What follows belongs to an exercise in optimizing a design on an open flow for small area, a short achievable clock period and few clock cycles per item; a production flow would make more cautious choices.
Where RTL was checked, it was by simulation tests only, not by an equivalence proof against the original.

== trial 45 ==
==> flow/design.v (excerpt) <==
module midpoint_ellipse_point_generator_unit
#(
	parameter int RADIUS_BITS = 10,
	parameter int COORD_BITS  = 12
) (
	input  wire                          clk,
	input  wire                          arst_n,
	input  wire                          psel,
	input  wire                          penable,
	input  wire                          pwrite,
	input  wire  [2:0]                   paddr,
	input  wire  [31:0]                  pwdata,
	output logic [31:0]                  prdata,
	output logic                         pready,
	input  wire                          item_valid,
	output logic                         item_ready,
	input  wire                          item_command,
	input  wire  [RADIUS_BITS-1:0]       item_radius_x,
	input  wire  [RADIUS_BITS-1:0]       item_radius_y,
	input  wire  signed [COORD_BITS-1:0] item_centre_x,
	input  wire  signed [COORD_BITS-1:0] item_centre_y,
	output logic                         result_valid,
	input  wire                          result_ready,
	output logic signed [COORD_BITS:0]   result_right_x,
	output logic signed [COORD_BITS:0]   result_left_x,
	output logic signed [COORD_BITS:0]   result_upper_y,
	output logic signed [COORD_BITS:0]   result_lower_y,
	output logic                         result_lower_valid,
	output logic                         result_visible,
	output logic                         result_done_res
);
Size in the first run: about 2300 cells after synthesis, ~270 flip-flops, about 180 I/O pins, about 20000 sq um of cells after synthesis.
export LEC_CHECK = 0
export CAP_MARGIN = 20
export CORE_MARGIN = 2
export CORE_UTILIZATION = 40
export CTS_CLUSTER_DIAMETER = 100
export CTS_CLUSTER_SIZE = 20
export SLEW_MARGIN = 20
create_clock -name core_clock -period 11.0 [get_ports {clk}]
standard.sh (not shown) runs the stock make flow with config.mk's settings and CLKGATE_MAP_FILE= SYNTH_SCRIPT=/design/flow/synth_recipe.tcl, a recipe that flattens the netlist after the stock synthesis.
==> flow/flow/run.sh <==
#!/bin/bash
set -euo pipefail
MARGIN=$(cat flow/margin.txt)
bash standard.sh synth > synth.log 2>&1
bash standard.sh SETUP_SLACK_MARGIN=$MARGIN finish > layout.log 2>&1
==> flow/flow/margin.txt <==
6.15
Inputs modified between trial 45 and build 43:
-- flow/design.v --
<<< trial 45, line 17
);
	localparam int L = 6;    
	logic [W-1:0] g0, p0, gg, pp, gs, ps;
	always_comb begin
		g0 = a & b;
>>> build 43, line 17
);
	localparam int L = 6;    
	logic [W-1:0] g0, p0, gg, pp;
	always_comb begin
		g0 = a & b;
<<< trial 45, line 40
			end
		end
		gs = g0;
		ps = p0;
		for (int l = 0; l < L; l++) begin
			for (int i = 0; i < W; i++) begin
				if ((i >> l) & 1) begin
					gs[i] = gs[i] | (ps[i] & gs[((i >> l) << l) - 1]);
					ps[i] = ps[i] & ps[((i >> l) << l) - 1];
				end
			end
		end
		if (BK == 2)      s = p0 ^ {gs[W-2:0], ci};
		else if (BK == 1) s = p0 ^ {gg[W-2:0], ci};
		else              s = a + b + W'(ci);
	end
endmodule
>>> build 43, line 40
			end
		end
		s = BK ? (p0 ^ {gg[W-2:0], ci}) : (a + b + W'(ci));
	end
endmodule
<<< trial 45, line 107
	localparam int MW = 32;    
	localparam int AW = 20;    
	localparam int KW = 23;    
	localparam int OW = COORD_BITS + 1;
	localparam int DBK = 2, GBK = 1, MBK = 1;    
	logic       upper_n_q;     
	logic       skip0_n_q;     
>>> build 43, line 95
	localparam int MW = 32;    
	localparam int AW = 20;    
	localparam int KW = 24;    
	localparam int OW = COORD_BITS + 1;
	localparam int DBK = 0, GBK = 1, MBK = 1;    
	logic       upper_n_q;     
	logic       skip0_n_q;     
<<< trial 45, line 141
	logic       rdy_q;         
	logic       sok1_q;        
	logic       sok2_q;        
	logic       ov_q;          
	logic signed [DW-1:0] D_q;
>>> build 43, line 129
	logic       rdy_q;         
	logic       sok1_q;        
	logic       ov_q;          
	logic signed [DW-1:0] D_q;
<<< trial 45, line 153
	wire out_free  = !ov_q || result_ready;
	logic ov_d;
	wire start_ok  = sok1_q || (sok2_q && result_ready);
	wire acc_step  = item_valid && rdy_q && item_command;
	wire acc_start = item_valid && !item_command && start_ok;
>>> build 43, line 140
	wire out_free  = !ov_q || result_ready;
	logic ov_d;
	wire start_ok  = sok1_q;
	wire acc_step  = item_valid && rdy_q && item_command;
	wire acc_start = item_valid && !item_command && start_ok;
<<< trial 45, line 170
	wire mv_y       = r2 || diag;
	wire f1_load    = (ph_q == PH_F1);
	wire [OW-1:0] uy_sum = uyo_q + (f1_load ? lyo_q : {OW{dy_q}});
	wire bx = lxo_q[cnt_q];
	wire by = lyo_q[cnt_q];
>>> build 43, line 157
	wire mv_y       = r2 || diag;
	wire f1_load    = (ph_q == PH_F1);
	wire bx = lxo_q[cnt_q];
	wire by = lyo_q[cnt_q];
<<< trial 45, line 234
		end else if (f1_load) begin
			lxo_q <= rxo_q;
			uyo_q <= uy_sum;
			lyo_q <= uyo_q - lyo_q;
		end else if (emit) begin
>>> build 43, line 220
		end else if (f1_load) begin
			lxo_q <= rxo_q;
			uyo_q <= uyo_q + lyo_q;
			lyo_q <= uyo_q - lyo_q;
		end else if (emit) begin
<<< trial 45, line 248
				rxo_q  <= rxo_q + OW'(dx_q);
				lxo_q  <= lxo_q - OW'(dx_q);
				uyo_q  <= uy_sum;
				lyo_q  <= lyo_q + OW'(dy_q);
				vis_q  <= (n_q >= skip_q);
>>> build 43, line 234
				rxo_q  <= rxo_q + OW'(dx_q);
				lxo_q  <= lxo_q - OW'(dx_q);
				uyo_q  <= uyo_q - OW'(dy_q);
				lyo_q  <= lyo_q + OW'(dy_q);
				vis_q  <= (n_q >= skip_q);
<<< trial 45, line 324
			rdy_q    <= 1'b1;
			sok1_q   <= 1'b1;
			sok2_q   <= 1'b1;
			ov_q     <= 1'b0;
		end else begin
>>> build 43, line 310
			rdy_q    <= 1'b1;
			sok1_q   <= 1'b1;
			ov_q     <= 1'b0;
		end else begin
<<< trial 45, line 333
			region_q <= region_d;
			rdy_q    <= (ph_d == PH_NONE) && (pcnt_d != 2'd2);
			sok2_q   <= (ph_d == PH_NONE) && (pcnt_d == 2'd0);
			sok1_q   <= (ph_d == PH_NONE) && (pcnt_d == 2'd0) && !ov_d;
			ov_q     <= ov_d;
>>> build 43, line 318
			region_q <= region_d;
			rdy_q    <= (ph_d == PH_NONE) && (pcnt_d != 2'd2);
			sok1_q   <= (ph_d == PH_NONE) && (pcnt_d == 2'd0) && !ov_d;
			ov_q     <= ov_d;
==> run notes <==
- Taking trial 45 as the reference, in build 43 insertion delay of the later-clocked pin in the worst-skew pair essentially unchanged, multi-input combinational cell count increased 93, number of enable flip-flop cells after synthesis increased 1.1%, worst setup slack increased 620 ps.
- Compared with trial 45, in build 43 area after synthesis went up by about 2%; detailed-routing wirelength on met1 went up by about 2%; sum of buffers and inverters on the critical path went down by 2.
Testbench counts of build 43, summed over its fixed seeds: cycles 48,679, items 46,359.
Only the layout flow was run in trial 45; the RTL was not checked for function there.

* * *

Another version of the RTL of midpoint_ellipse_point_generator_unit (not shown whole).
For scale: about 180 I/O pins, about 0.022 mm^2 of cells after synthesis.
clock: 11.0 ns
lec_check: 0
cap_margin: 20
core_margin: 2
core_utilization: 40
slew_margin: 20
Scripts as last shown in full above: flow/flow/run.sh, flow/flow/margin.txt
Testbench counts at the start, summed over its fixed seeds: cycles 48,695, items 46,359.
Rerun with:
--- a/flow/design.v
+++ b/flow/design.v
@@ -85,25 +85,25 @@
 	output logic signed [COORD_BITS:0]   result_left_x,
 	output logic signed [COORD_BITS:0]   result_upper_y,
 	output logic signed [COORD_BITS:0]   result_lower_y,
 	output logic                         result_lower_valid,
 	output logic                         result_visible,
 	output logic                         result_done_res
 );
 	localparam int DW = 34;    
 	localparam int MW = 32;    
 	localparam int AW = 20;    
 	localparam int KW = 24;    
 	localparam int OW = COORD_BITS + 1;
-	localparam int DBK = 1, GBK = 1, MBK = 1;    
+	localparam int DBK = 0, GBK = 1, MBK = 1;    
 	logic       upper_q;
 	logic [7:0] skip_q;
 	assign pready = 1'b1;
 	always_ff @(posedge clk or negedge arst_n) begin
 		if (!arst_n) begin
 			upper_q <= 1'b0;
 			skip_q  <= '0;
 		end else if (psel && penable && pwrite) begin
 			if (!paddr[2]) upper_q <= pwdata[0];
 			else           skip_q  <= pwdata[7:0];
 		end
 	end
Outcome: The changed run passed the timing, design-rule and antenna checks. Maximum frequency rises by roughly a tenth. Non-clock buffer count falls by 18. Hold slack degrades by 0.0052 ns. Via count rises by a few percent. Die area rises slightly. Wire length rises slightly. Worst setup slack improves by 0.56 ns. Global-route usage falls by 0.30 points. First-iteration DRC count rises slightly.
Testbench counts after the change, summed over its fixed seeds: cycles 48,695, items 46,359.

* * *

Another version of the RTL of midpoint_ellipse_point_generator_unit (not shown whole).
Size in the first run: roughly 2600 cells after synthesis, about 180 I/O pins, about 21000 um2 of cells after synthesis.
export LEC_CHECK = 0
export CAP_MARGIN = 20
export CORE_MARGIN = 2
export CORE_UTILIZATION = 40
export CTS_CLUSTER_DIAMETER = 100
export CTS_CLUSTER_SIZE = 20
export SLEW_MARGIN = 20
create_clock -name core_clock -period 11.0 [get_ports {clk}]
Scripts as last shown in full above: flow/flow/run.sh, flow/flow/margin.txt
Rerun with:
--- a/flow/design.v
+++ b/flow/design.v
@@ -91,17 +91,17 @@
 	output logic                         result_visible,
 	output logic                         result_done_res
 );
 	localparam int DW = 34;    
 	localparam int MW = 32;    
 	localparam int AW = 20;    
 	localparam int KW = 24;    
 	localparam int OW = COORD_BITS + 1;
-	localparam int DBK = 0, GBK = 0, MBK = 0;    
+	localparam int DBK = 1, GBK = 1, MBK = 1;    
 	logic       upper_n_q;     
 	logic       skip0_n_q;     
 	logic [7:1] skip_h_q;      
 	wire        upper_q = !upper_n_q;
 	wire  [7:0] skip_q  = {skip_h_q, !skip0_n_q};
 	assign pready = 1'b1;
 	always_ff @(posedge clk or negedge arst_n) begin
 		if (!arst_n) begin
@@ -123,28 +123,29 @@
 	                       PH_P2 = 3'd4, PH_F1 = 3'd5;
 	logic [1:0] region_q;
 	logic [2:0] ph_q;
 	logic [3:0] cnt_q;
 	logic [2:0] tr_q;          
 	logic [1:0] pcnt_q;        
 	logic       rdy_q;         
 	logic       sok1_q;        
+	logic       sok2_q;        
 	logic       ov_q;          
 	logic signed [DW-1:0] D_q;
 	logic signed [MW-1:0] M_q, G_q;
 	logic        [AW-1:0] a_q, b_q;
 	logic        [KW-1:0] CK_q;
 	logic        [7:0]    n_q;
 	logic                 dx_q, dy_q;
 	logic        [OW-1:0] rxo_q, lxo_q, uyo_q, lyo_q;
 	logic                 lv_q, vis_q, done_q;
 	wire out_free  = !ov_q || result_ready;
 	logic ov_d;
-	wire start_ok  = sok1_q;
+	wire start_ok  = sok1_q || (sok2_q && result_ready);
 	wire acc_step  = item_valid && rdy_q && item_command;
 	wire acc_start = item_valid && !item_command && start_ok;
 	wire r1         = (region_q == RG_FIRST);
 	wire r2         = (region_q == RG_SECOND);
 	wire init_go    = acc_start;    
 	wire init_act   = (ph_q != PH_NONE);
 	wire seq_free   = !init_act && (tr_q == 3'd0);
 	wire emit       = seq_free && ((pcnt_q != 2'd0) || acc_step) && out_free;
@@ -304,24 +305,26 @@
 		if (!arst_n) begin
 			region_q <= RG_IDLE;
 			ph_q     <= PH_NONE;
 			cnt_q    <= '0;
 			tr_q     <= '0;
 			pcnt_q   <= '0;
 			rdy_q    <= 1'b1;
 			sok1_q   <= 1'b1;
+			sok2_q   <= 1'b1;
 			ov_q     <= 1'b0;
 		end else begin
 			pcnt_q   <= pcnt_d;
 			ph_q     <= ph_d;
 			cnt_q    <= cnt_d;
 			tr_q     <= tr_d;
 			region_q <= region_d;
 			rdy_q    <= (ph_d == PH_NONE) && (pcnt_d != 2'd2);
+			sok2_q   <= (ph_d == PH_NONE) && (pcnt_d == 2'd0);
 			sok1_q   <= (ph_d == PH_NONE) && (pcnt_d == 2'd0) && !ov_d;
 			ov_q     <= ov_d;
 		end
 	end
 	assign item_ready         = (rdy_q && item_command) || start_ok;
 	assign result_valid       = ov_q;
 	assign result_right_x     = rxo_q;
 	assign result_left_x      = lxo_q;
What happened:
- design area is lower by 0.41%
- core utilization is higher by 1.0 points
- final cell count is lower by 7.0%
- clock skew hardly moves
- count of clock-buffer cells in the layout is higher by 1
- die area is lower by 2.9%
- critical path depth is higher by 20
- global-route usage is lower by 0.70 points
- flip-flop and latch count is higher by 1
- setup slack gets worse by 0.66 ns
- via count is lower by 9.1%
- routed wire length is lower by 7.5%
No functional check of the RTL was part of any run of this note.

## afterwards: timing with drivers on the ports
How much do the figures lean on ideal ports? The routed layouts below were timed once more, with nothing changed but the port constraints. Step 1 assumes that a clkbuf_16 drives the clock port and a buf_2 every other input. Step 2 also shifts input and output timing later by t, the mid clock arrival at the registers, as if the neighbouring blocks saw the same clock. Three values: ideal ports, drivers, drivers and shift; two values: the first two.
run	shift t [ns]	slack for setup (ns)	clock arrival spread, ns	worst slew at a driven data input, ns
trial 45	0.607	5.562 / 5.562 / 5.562	0.021 / 0.021	0.10
build 43	0.602	6.183 / 6.068 / 5.768	0.039 / 0.038	0.11
the first run of note 2	0.611	5.523 / 5.523 / 5.118	0.029 / 0.029	0.09
the second run of note 2	0.615	6.083 / 5.998 / 5.675	0.022 / 0.022	0.10
the first run of note 3	0.596	6.164 / 6.035 / 5.613	0.021 / 0.020	0.13
the second run of note 3	0.583	5.508 / 5.508 / 5.091	0.021 / 0.021	0.11
After both steps every run listed still meets setup and hold. For the first run of note 3, which loses most, drivers alone change the setup slack by -0.129 ns; drivers and shift together by -0.551 ns.
